Background: an optimization exercise with open tools, aiming at small area. Do not read the settings as production practice.
Only simulation tests tie the RTL to the original design; equivalence was not proved.
No activity file was given, so power comes from the tool's default toggle rates.

==> job 2641 <==
==> flow/design.v <==
`default_nettype none
package collect_pkg;
  typedef logic [7:0] sample_t;
  typedef enum logic [1:0] {
    SRC_NONE = 2'd0,   
    SRC_ADC  = 2'd1,
    SRC_UDP  = 2'd2,
    SRC_LINK = 2'd3
  } src_sel_e;
  typedef enum logic {
    PKT_IDLE = 1'b0,   
    PKT_SEND = 1'b1    
  } pkt_state_e;
  localparam int NUM_KEYS = 4;
  localparam int DEF_CNT_MAX = 999_999;
  localparam int DEF_FIFO_DEPTH = 64;
  localparam int DEF_PKT_LEN = 16;
  localparam int DEF_CREDITS = 8;
endpackage
`default_nettype wire
`default_nettype none
`timescale 1ns/100ps
module key_filter (
  input  logic sys_clk,
  input  logic sys_rst_n,
  input  logic key_in,     
  output logic key_flag    
);
  localparam logic [19:0] S_START = 20'hd7fd9;   
  localparam logic [19:0] S_END   = 20'h2aaaa;   
  logic [19:0] cnt;
  assign key_flag = (cnt == S_END);
  always_ff @(posedge sys_clk) begin
    if (key_in || !sys_rst_n) cnt <= S_START;
    else                      cnt <= {~cnt[18:0], ~(cnt[19] ^ cnt[16] ^ key_flag)};
  end
endmodule
`default_nettype wire
`default_nettype none
`timescale 1ns/100ps
module source_select (
  input  logic                          sys_clk,
  input  logic                          sys_rst_n,
  input  logic [collect_pkg::NUM_KEYS-1:0] key_flag,
  input  collect_pkg::sample_t          adc_data,
  input  logic                          adc_valid,
  input  collect_pkg::sample_t          udp_rx_data,
  input  logic                          udp_rx_valid,
  input  collect_pkg::sample_t          link_data,
  input  logic                          link_valid,
  output collect_pkg::sample_t          pick_data,    
  output logic                          pick_valid,
  output logic                          tx_en
);
  logic [3:0] mode;   
  always_ff @(posedge sys_clk) begin
    if (!sys_rst_n) mode <= '0;
    else            mode <= mode ^ key_flag;
  end
  assign tx_en = mode[0];
  assign pick_valid = mode[1] ? adc_valid : mode[2] ? udp_rx_valid : mode[3] & link_valid;
  assign pick_data  = mode[1] ? adc_data  : mode[2] ? udp_rx_data  : link_data;
endmodule
`default_nettype wire
`default_nettype none
`timescale 1ns/100ps
module sample_fifo (
  input  logic                 sys_clk,
  input  logic                 sys_rst_n,
  input  collect_pkg::sample_t pick_data,
  input  logic                 pick_valid,
  input  logic                 rd_en,       
  output collect_pkg::sample_t head_data,   
  output logic                 full,        
  output logic                 pkt_ready,   
  output logic                 overflow
);
  collect_pkg::sample_t mem [64];
  logic [6:0] top;     
  logic       pend;    
  logic       drop;    
  logic       full_next;
  logic       shift;
  assign full      = (top == 7'd63) && !pend;
  assign pkt_ready = !top[6] && ((top[5:4] != 2'd0) || (top[3:0] == 4'd15 && !pend));
  assign full_next = (top == 7'd63) && !rd_en;
  assign shift     = pick_valid && !full_next;
  logic       up, dn;
  logic [6:0] top_flip;
  assign up = shift && !rd_en;
  assign dn = rd_en && !shift;
  always_comb begin
    logic ones, zeros;   
    ones  = 1'b1;
    zeros = 1'b1;
    for (int i = 0; i < 7; i++) begin
      top_flip[i] = (up && ones) || (dn && zeros);
      ones  = ones && top[i];
      zeros = zeros && !top[i];
    end
  end
  always_ff @(posedge sys_clk) begin
    if (!sys_rst_n) begin
      top  <= '1;
      pend <= 1'b0;
      drop <= 1'b0;
    end else begin
      top  <= top ^ top_flip;
      pend <= shift;
      drop <= pick_valid && full_next;
    end
  end
  always_ff @(posedge sys_clk or negedge sys_rst_n) begin
    if (!sys_rst_n)  overflow <= 1'b0;
    else if (drop)   overflow <= 1'b1;   
  end
  always_ff @(posedge sys_clk) begin
    if (shift) begin
      mem[0] <= pick_data;
      for (int i = 1; i < 64; i++) mem[i] <= mem[i-1];
    end
  end
  logic [7:0]  lo_n, hi_n;   
  logic [63:0] sel;
  always_comb begin
    for (int j = 0; j < 8; j++) begin
      lo_n[j] = (top[2:0] != 3'(j));
      hi_n[j] = (top[5:3] != 3'(j));
    end
  end
  for (genvar i = 0; i < 64; i++) begin : g_sel
    gate_nor2 u_sel (.a(hi_n[i/8]), .b(lo_n[i%8]), .y(sel[i]));
  end
  for (genvar b = 0; b < 8; b++) begin : g_rd
    logic [21:0] p_n;   
    logic [5:0]  q;
    for (genvar k = 0; k < 21; k++) begin : g_p
      gate_aoi222 u_p (
        .a1(mem[3*k][b]),   .a2(sel[3*k]),
        .b1(mem[3*k+1][b]), .b2(sel[3*k+1]),
        .c1(mem[3*k+2][b]), .c2(sel[3*k+2]),
        .y (p_n[k]));
    end
    gate_nand2 u_p21 (.a(mem[63][b]), .b(sel[63]), .y(p_n[21]));
    for (genvar k = 0; k < 5; k++) begin : g_q
      gate_nand4 u_q (.a(p_n[4*k]), .b(p_n[4*k+1]), .c(p_n[4*k+2]), .d(p_n[4*k+3]), .y(q[k]));
    end
    gate_nand2 u_q5 (.a(p_n[20]), .b(p_n[21]), .y(q[5]));
    assign head_data[b] = |q;
  end
endmodule
`default_nettype wire
module gate_nor2 (input logic a, b, output logic y);
  assign y = !(a || b);
endmodule
module gate_nand2 (input logic a, b, output logic y);
  assign y = !(a && b);
endmodule
module gate_nand4 (input logic a, b, c, d, output logic y);
  assign y = !(a && b && c && d);
endmodule
module gate_aoi222 (input logic a1, a2, b1, b2, c1, c2, output logic y);
  assign y = !((a1 && a2) || (b1 && b2) || (c1 && c2));
endmodule
`default_nettype wire
`default_nettype none
`timescale 1ns/100ps
module pkt_sender (
  input  logic                 sys_clk,
  input  logic                 sys_rst_n,
  input  logic                 tx_en,
  input  logic                 pkt_ready,   
  input  collect_pkg::sample_t head_data,
  output logic                 rd_en,
  input  logic                 tx_credit,   
  output collect_pkg::sample_t tx_data,
  output logic                 tx_valid,
  output logic                 tx_sop,
  output logic                 tx_eop
);
  logic       sending;
  logic [3:0] byte_cnt;   
  logic [3:0] used;       
  logic       send;
  assign send  = sending && !used[3];
  assign rd_en = send;
  logic [3:0] cnt_flip, used_flip;
  logic       up, dn;
  assign up = send && !tx_credit;
  assign dn = tx_credit && !send;
  always_comb begin
    logic cnt_ones, ones, zeros;   
    cnt_ones = 1'b1;
    ones     = 1'b1;
    zeros    = 1'b1;
    for (int i = 0; i < 4; i++) begin
      cnt_flip[i]  = send && cnt_ones;
      used_flip[i] = (up && ones) || (dn && zeros);
      cnt_ones = cnt_ones && byte_cnt[i];
      ones     = ones && used[i];
      zeros    = zeros && !used[i];
    end
  end
  always_ff @(posedge sys_clk) begin
    if (!sys_rst_n) begin
      sending  <= 1'b0;
      byte_cnt <= '0;
      used     <= '0;
    end else begin
      if (!sending) begin
        if (tx_en && pkt_ready) sending <= 1'b1;
      end else if (send && byte_cnt == 4'd15) begin
        sending <= 1'b0;
      end
      byte_cnt <= byte_cnt ^ cnt_flip;
      used     <= used ^ used_flip;
    end
  end
  always_ff @(posedge sys_clk or negedge sys_rst_n) begin
    if (!sys_rst_n) tx_valid <= 1'b0;
    else            tx_valid <= send;
  end
  always_ff @(posedge sys_clk) begin
    tx_data <= head_data;
  end
  assign tx_sop = tx_valid && byte_cnt == 4'd1;
  assign tx_eop = tx_valid && byte_cnt == 4'd0;
endmodule
`default_nettype wire
`default_nettype none
`timescale 1ns/100ps
module collect_top (
  input  logic                             sys_clk,
  input  logic                             sys_rst_n,
  input  logic [collect_pkg::NUM_KEYS-1:0] keys,          
  input  collect_pkg::sample_t             adc_data,
  input  logic                             adc_valid,
  input  collect_pkg::sample_t             udp_rx_data,
  input  logic                             udp_rx_valid,
  input  collect_pkg::sample_t             link_data,
  input  logic                             link_valid,
  input  logic                             tx_credit,
  output collect_pkg::sample_t             tx_data,
  output logic                             tx_valid,
  output logic                             tx_sop,
  output logic                             tx_eop,
  output logic                             overflow
);
  logic [collect_pkg::NUM_KEYS-1:0] key_flag;
  collect_pkg::sample_t             pick_data;
  logic                             pick_valid;
  logic                             tx_en;
  collect_pkg::sample_t             head_data;
  logic                             full;
  logic                             pkt_ready;
  logic                             rd_en;
  for (genvar i = 0; i < collect_pkg::NUM_KEYS; i++) begin : g_key
    key_filter key_filter_inst (
      .sys_clk  (sys_clk),
      .sys_rst_n(sys_rst_n),
      .key_in   (keys[i]),
      .key_flag (key_flag[i])
    );
  end
  source_select source_select_inst (
    .sys_clk     (sys_clk),
    .sys_rst_n   (sys_rst_n),
    .key_flag    (key_flag),
    .adc_data    (adc_data),
    .adc_valid   (adc_valid),
    .udp_rx_data (udp_rx_data),
    .udp_rx_valid(udp_rx_valid),
    .link_data   (link_data),
    .link_valid  (link_valid),
    .pick_data   (pick_data),
    .pick_valid  (pick_valid),
    .tx_en       (tx_en)
  );
  sample_fifo sample_fifo_inst (
    .sys_clk   (sys_clk),
    .sys_rst_n (sys_rst_n),
    .pick_data (pick_data),
    .pick_valid(pick_valid),
    .rd_en     (rd_en),
    .head_data (head_data),
    .full      (full),
    .pkt_ready (pkt_ready),
    .overflow  (overflow)
  );
  pkt_sender pkt_sender_inst (
    .sys_clk  (sys_clk),
    .sys_rst_n(sys_rst_n),
    .tx_en    (tx_en),
    .pkt_ready(pkt_ready),
    .head_data(head_data),
    .rd_en    (rd_en),
    .tx_credit(tx_credit),
    .tx_data  (tx_data),
    .tx_valid (tx_valid),
    .tx_sop   (tx_sop),
    .tx_eop   (tx_eop)
  );
endmodule
`default_nettype wire
==> flow/flow/run.sh <==
#!/bin/bash
# Layout flow: the standard flow (standard.sh) with these changes:
#  - Yosys's abc step maps the logic with the area-oriented script in
#    flow/abc_speed.script (the registers are mapped before abc, as standard);
#  - clock tree synthesis uses the buffers and clustering given below and
#    inserts no dummy loads;
#  - every input and output port still gets its own buffer, a buf_1;
#  - the single-gate modules of the fifo's read port (gate_*) are kept apart
#    while Yosys maps the logic, so each becomes one cell; the netlist is
#    flattened after synthesis as standard.
# Each tool's full output is in the ORFS logs under orfs/logs; make's own
# output is in standard_flow.log.
set -euo pipefail
W=$(pwd)
rm -rf "$W/scripts_mod"
cp -r "$FLOW_HOME/scripts" "$W/scripts_mod"
cp "$W/flow/abc_speed.script" "$W/scripts_mod/abc_speed.script"
bash "$W/standard.sh" SCRIPTS_DIR="$W/scripts_mod" \
  "CTS_ARGS=-sink_clustering_enable -repair_clock_nets -dont_use_dummy_load -buf_list {sky130_fd_sc_hd__clkbuf_4 sky130_fd_sc_hd__clkbuf_8} -sink_clustering_size 18 -sink_clustering_max_diameter 60" \
  "SYNTH_KEEP_MODULES=gate_nor2 gate_nand2 gate_nand4 gate_aoi222" \
  "BUFFER_PORTS_ARGS=-buffer_cell sky130_fd_sc_hd__buf_1" \
  finish > "$W/standard_flow.log" 2>&1
==> flow/flow/abc_speed.script <==
&get -n
&st
&dch
&nf -a
&put
topo
stime -c
==> flow/standard.sh <==
#!/bin/bash
# synth_recipe.tcl (not shown) runs the flow's synth.tcl, then flattens the netlist and writes it again
# the make line also repeats each setting of config.mk as NAME=value (left out here)
make -C /OpenROAD-flow-scripts/flow DESIGN_CONFIG=/design/flow/config.mk WORK_HOME=/design/flow/orfs CLKGATE_MAP_FILE= SYNTH_SCRIPT=/design/flow/synth_recipe.tcl "${@:-finish}"
==> flow/config.mk <==
export PLATFORM = sky130hd
export DESIGN_NAME = collect_top
export DESIGN_NICKNAME = collect_top
export VERILOG_FILES = /design/flow/design.v
export SDC_FILE = /design/flow/constraint.sdc
export NUM_CORES = 4
export LEC_CHECK = 0
export CAP_MARGIN = 20
export CORE_MARGIN = 2
export CORE_UTILIZATION = 40
export SLEW_MARGIN = 20
==> flow/constraint.sdc <==
create_clock -name core_clock -period 4.0 [get_ports {sys_clk}]
set_input_delay 0.8000 -clock core_clock [delete_from_list [all_inputs] [get_ports {sys_clk}]]
set_output_delay 0.8000 -clock core_clock [all_outputs]
set_load 0.01 [all_outputs]
==> job 144: changes against job 2641 <==
--- a/flow/design.v
+++ b/flow/design.v
@@ -86,18 +86,4 @@
   assign full_next = (top == 7'd63) && !rd_en;
   assign shift     = pick_valid && !full_next;
-  logic       up, dn;
-  logic [6:0] top_flip;
-  assign up = shift && !rd_en;
-  assign dn = rd_en && !shift;
-  always_comb begin
-    logic ones, zeros;   
-    ones  = 1'b1;
-    zeros = 1'b1;
-    for (int i = 0; i < 7; i++) begin
-      top_flip[i] = (up && ones) || (dn && zeros);
-      ones  = ones && top[i];
-      zeros = zeros && !top[i];
-    end
-  end
   always_ff @(posedge sys_clk) begin
     if (!sys_rst_n) begin
@@ -106,5 +92,5 @@
       drop <= 1'b0;
     end else begin
-      top  <= top ^ top_flip;
+      top  <= top + 7'(shift) - 7'(rd_en);
       pend <= shift;
       drop <= pick_valid && full_next;
@@ -121,45 +107,5 @@
     end
   end
-  logic [7:0]  lo_n, hi_n;   
-  logic [63:0] sel;
-  always_comb begin
-    for (int j = 0; j < 8; j++) begin
-      lo_n[j] = (top[2:0] != 3'(j));
-      hi_n[j] = (top[5:3] != 3'(j));
-    end
-  end
-  for (genvar i = 0; i < 64; i++) begin : g_sel
-    gate_nor2 u_sel (.a(hi_n[i/8]), .b(lo_n[i%8]), .y(sel[i]));
-  end
-  for (genvar b = 0; b < 8; b++) begin : g_rd
-    logic [21:0] p_n;   
-    logic [5:0]  q;
-    for (genvar k = 0; k < 21; k++) begin : g_p
-      gate_aoi222 u_p (
-        .a1(mem[3*k][b]),   .a2(sel[3*k]),
-        .b1(mem[3*k+1][b]), .b2(sel[3*k+1]),
-        .c1(mem[3*k+2][b]), .c2(sel[3*k+2]),
-        .y (p_n[k]));
-    end
-    gate_nand2 u_p21 (.a(mem[63][b]), .b(sel[63]), .y(p_n[21]));
-    for (genvar k = 0; k < 5; k++) begin : g_q
-      gate_nand4 u_q (.a(p_n[4*k]), .b(p_n[4*k+1]), .c(p_n[4*k+2]), .d(p_n[4*k+3]), .y(q[k]));
-    end
-    gate_nand2 u_q5 (.a(p_n[20]), .b(p_n[21]), .y(q[5]));
-    assign head_data[b] = |q;
-  end
-endmodule
-`default_nettype wire
-module gate_nor2 (input logic a, b, output logic y);
-  assign y = !(a || b);
-endmodule
-module gate_nand2 (input logic a, b, output logic y);
-  assign y = !(a && b);
-endmodule
-module gate_nand4 (input logic a, b, c, d, output logic y);
-  assign y = !(a && b && c && d);
-endmodule
-module gate_aoi222 (input logic a1, a2, b1, b2, c1, c2, output logic y);
-  assign y = !((a1 && a2) || (b1 && b2) || (c1 && c2));
+  assign head_data = mem[top[5:0]];
 endmodule
 `default_nettype wire
@@ -185,21 +131,4 @@
   assign send  = sending && !used[3];
   assign rd_en = send;
-  logic [3:0] cnt_flip, used_flip;
-  logic       up, dn;
-  assign up = send && !tx_credit;
-  assign dn = tx_credit && !send;
-  always_comb begin
-    logic cnt_ones, ones, zeros;   
-    cnt_ones = 1'b1;
-    ones     = 1'b1;
-    zeros    = 1'b1;
-    for (int i = 0; i < 4; i++) begin
-      cnt_flip[i]  = send && cnt_ones;
-      used_flip[i] = (up && ones) || (dn && zeros);
-      cnt_ones = cnt_ones && byte_cnt[i];
-      ones     = ones && used[i];
-      zeros    = zeros && !used[i];
-    end
-  end
   always_ff @(posedge sys_clk) begin
     if (!sys_rst_n) begin
@@ -213,6 +142,6 @@
         sending <= 1'b0;
       end
-      byte_cnt <= byte_cnt ^ cnt_flip;
-      used     <= used ^ used_flip;
+      if (send) byte_cnt <= byte_cnt + 1'b1;
+      used <= used + 4'(send) - 4'(tx_credit);
     end
   end
==> flow/flow/run.sh (replaced) <==
#!/bin/bash
# Layout flow: the standard flow (standard.sh) with these changes:
#  - Yosys's abc step maps the logic with the area-oriented script in
#    flow/abc_speed.script (the registers are mapped before abc, as standard);
#  - clock tree synthesis uses the buffers and clustering given below and
#    inserts no dummy loads;
#  - every input and output port still gets its own buffer, a buf_1.
# Each tool's full output is in the ORFS logs under orfs/logs; make's own
# output is in standard_flow.log.
set -euo pipefail
W=$(pwd)
rm -rf "$W/scripts_mod"
cp -r "$FLOW_HOME/scripts" "$W/scripts_mod"
cp "$W/flow/abc_speed.script" "$W/scripts_mod/abc_speed.script"
bash "$W/standard.sh" SCRIPTS_DIR="$W/scripts_mod" \
  "CTS_ARGS=-sink_clustering_enable -repair_clock_nets -dont_use_dummy_load -buf_list sky130_fd_sc_hd__clkbuf_8 -sink_clustering_size 18 -sink_clustering_max_diameter 60" \
  "BUFFER_PORTS_ARGS=-buffer_cell sky130_fd_sc_hd__buf_1" \
  finish > "$W/standard_flow.log" 2>&1
==> job 2025: changes against job 2641 <==
--- a/flow/design.v
+++ b/flow/design.v
@@ -49,5 +49,5 @@
   input  collect_pkg::sample_t          link_data,
   input  logic                          link_valid,
-  output collect_pkg::sample_t          pick_data,    
+  output collect_pkg::sample_t          pick_data_n,  
   output logic                          pick_valid,
   output logic                          tx_en
@@ -60,5 +60,15 @@
   assign tx_en = mode[0];
   assign pick_valid = mode[1] ? adc_valid : mode[2] ? udp_rx_valid : mode[3] & link_valid;
-  assign pick_data  = mode[1] ? adc_data  : mode[2] ? udp_rx_data  : link_data;
+  logic sel_adc, sel_udp, sel_link;
+  assign sel_adc  = mode[1];
+  assign sel_udp  = !mode[1] && mode[2];
+  assign sel_link = !mode[1] && !mode[2];   
+  for (genvar b = 0; b < 8; b++) begin : g_pick
+    gate_aoi222 u_pick (
+      .a1(adc_data[b]),    .a2(sel_adc),
+      .b1(udp_rx_data[b]), .b2(sel_udp),
+      .c1(link_data[b]),   .c2(sel_link),
+      .y (pick_data_n[b]));
+  end
 endmodule
 `default_nettype wire
@@ -68,5 +78,5 @@
   input  logic                 sys_clk,
   input  logic                 sys_rst_n,
-  input  collect_pkg::sample_t pick_data,
+  input  collect_pkg::sample_t pick_data_n,   
   input  logic                 pick_valid,
   input  logic                 rd_en,       
@@ -117,5 +127,5 @@
   always_ff @(posedge sys_clk) begin
     if (shift) begin
-      mem[0] <= pick_data;
+      mem[0] <= pick_data_n;
       for (int i = 1; i < 64; i++) mem[i] <= mem[i-1];
     end
@@ -147,5 +157,5 @@
     end
     gate_nand2 u_q5 (.a(p_n[20]), .b(p_n[21]), .y(q[5]));
-    assign head_data[b] = |q;
+    assign head_data[b] = !(|q);   
   end
 endmodule
@@ -248,5 +258,5 @@
 );
   logic [collect_pkg::NUM_KEYS-1:0] key_flag;
-  collect_pkg::sample_t             pick_data;
+  collect_pkg::sample_t             pick_data_n;
   logic                             pick_valid;
   logic                             tx_en;
@@ -273,5 +283,5 @@
     .link_data   (link_data),
     .link_valid  (link_valid),
-    .pick_data   (pick_data),
+    .pick_data_n (pick_data_n),
     .pick_valid  (pick_valid),
     .tx_en       (tx_en)
@@ -280,5 +290,5 @@
     .sys_clk   (sys_clk),
     .sys_rst_n (sys_rst_n),
-    .pick_data (pick_data),
+    .pick_data_n(pick_data_n),
     .pick_valid(pick_valid),
     .rd_en     (rd_en),
--- a/flow/flow/run.sh
+++ b/flow/flow/run.sh
@@ -6,5 +6,5 @@
 #    inserts no dummy loads;
 #  - every input and output port still gets its own buffer, a buf_1;
-#  - the single-gate modules of the fifo's read port (gate_*) are kept apart
+#  - the single-gate modules (gate_*: the fifo read port, the source pick) are kept apart
 #    while Yosys maps the logic, so each becomes one cell; the netlist is
 #    flattened after synthesis as standard.
@@ -17,5 +17,5 @@
 cp "$W/flow/abc_speed.script" "$W/scripts_mod/abc_speed.script"
 bash "$W/standard.sh" SCRIPTS_DIR="$W/scripts_mod" \
-  "CTS_ARGS=-sink_clustering_enable -repair_clock_nets -dont_use_dummy_load -buf_list {sky130_fd_sc_hd__clkbuf_4 sky130_fd_sc_hd__clkbuf_8} -sink_clustering_size 18 -sink_clustering_max_diameter 60" \
+  "CTS_ARGS=-sink_clustering_enable -repair_clock_nets -dont_use_dummy_load -buf_list sky130_fd_sc_hd__clkbuf_8 -sink_clustering_size 16 -sink_clustering_max_diameter 80" \
   "SYNTH_KEEP_MODULES=gate_nor2 gate_nand2 gate_nand4 gate_aoi222" \
   "BUFFER_PORTS_ARGS=-buffer_cell sky130_fd_sc_hd__buf_1" \
--- a/flow/config.mk
+++ b/flow/config.mk
@@ -8,4 +8,5 @@
 export CAP_MARGIN = 20
 export CORE_MARGIN = 2
-export CORE_UTILIZATION = 40
+export CORE_UTILIZATION = 65
+export PLACE_DENSITY = 0.75
 export SLEW_MARGIN = 20
==> job 982: changes against job 2641 <==
--- a/flow/flow/run.sh
+++ b/flow/flow/run.sh
@@ -17,5 +17,5 @@
 cp "$W/flow/abc_speed.script" "$W/scripts_mod/abc_speed.script"
 bash "$W/standard.sh" SCRIPTS_DIR="$W/scripts_mod" \
-  "CTS_ARGS=-sink_clustering_enable -repair_clock_nets -dont_use_dummy_load -buf_list {sky130_fd_sc_hd__clkbuf_4 sky130_fd_sc_hd__clkbuf_8} -sink_clustering_size 18 -sink_clustering_max_diameter 60" \
+  "CTS_ARGS=-sink_clustering_enable -repair_clock_nets -dont_use_dummy_load -buf_list sky130_fd_sc_hd__clkbuf_8 -sink_clustering_size 20 -sink_clustering_max_diameter 50" \
   "SYNTH_KEEP_MODULES=gate_nor2 gate_nand2 gate_nand4 gate_aoi222" \
   "BUFFER_PORTS_ARGS=-buffer_cell sky130_fd_sc_hd__buf_1" \
==> summary of the runs <==
In non-clock buffer count, job 2025 and job 982 do not differ. Of job 2641 and job 2025, job 2641 has the higher die area (gap about 60%, measured against job 2025). Of job 144 and job 2641, job 144 has the higher via count (gap 5.7%, measured against job 2641). The highest maximum frequency belongs to job 2641, the lowest to job 144. Sequential power is about the same in job 2025 and job 2641.
==> figures <==
	job 982	job 2025	job 144	job 2641
Worst reg2reg path endpoint	sample_fifo_inst.top[6]$_SDFF_PN1_	pkt_sender_inst.tx_data[0]$_DFF_P_	pkt_sender_inst.tx_data[6]$_DFF_P_	sample_fifo_inst.top[6]$_SDFF_PN1_
Antenna Cells	0	0	1	0
Core box area	52760 um2	32370 um2	54990 um2	52760 um2
Length in cells of the worst reg-to-reg path	9	6	9	9
Power in the clock group	2.91 mW	2.78 mW	2.86 mW	2.82 mW
Run status	complete, no violations	complete, no violations	complete, no violations	complete, no violations
Num CTS Buffers	47	44	43	43
Number of antenna violations at the first check in global routing	0	1	2	0
First-pass GRT wire length	67300 um	66470 um	75350 um	66860 um
Static leakage	6.725 nW	6.782 nW	7.253 nW	6.696 nW
Fraction of power consumed by sequential logic	70.1%	71.0%	70.2%	70.7%

[what the ideal ports hide]
The flow's constraints put no driver on any port. The routed layouts listed below were extracted and timed again, unchanged, in two steps. Step 1 (the two cells are an assumption about what drives the block):
set clk [get_ports {sys_clk}]
set_driving_cell -lib_cell sky130_fd_sc_hd__clkbuf_16 $clk
set_driving_cell -lib_cell sky130_fd_sc_hd__buf_2 [delete_from_list [all_inputs] $clk]
Step 2 times the ports against the registers' clock, not the clock port: input delays grow and output delays shrink by t, the midpoint of the rising clock arrivals with the driver on. a / b / c = no drivers / after step 1 / after step 2; a / b = the first two.
run | t, ns | slack for setup (ns) | hold WS [ns]
job 2641 | 0.679 | 0.858 / 0.858 / 0.858 | 0.127 / 0.097 / 0.381
job 144 | 0.673 | 0.671 / 0.671 / 0.671 | 0.108 / 0.073 / 0.366
job 2025 | 0.637 | 0.790 / 0.790 / 0.790 | 0.164 / 0.136 / 0.384
job 982 | 0.679 | 0.837 / 0.837 / 0.837 | 0.087 / 0.059 / 0.343
After both steps every run listed still meets setup and hold.
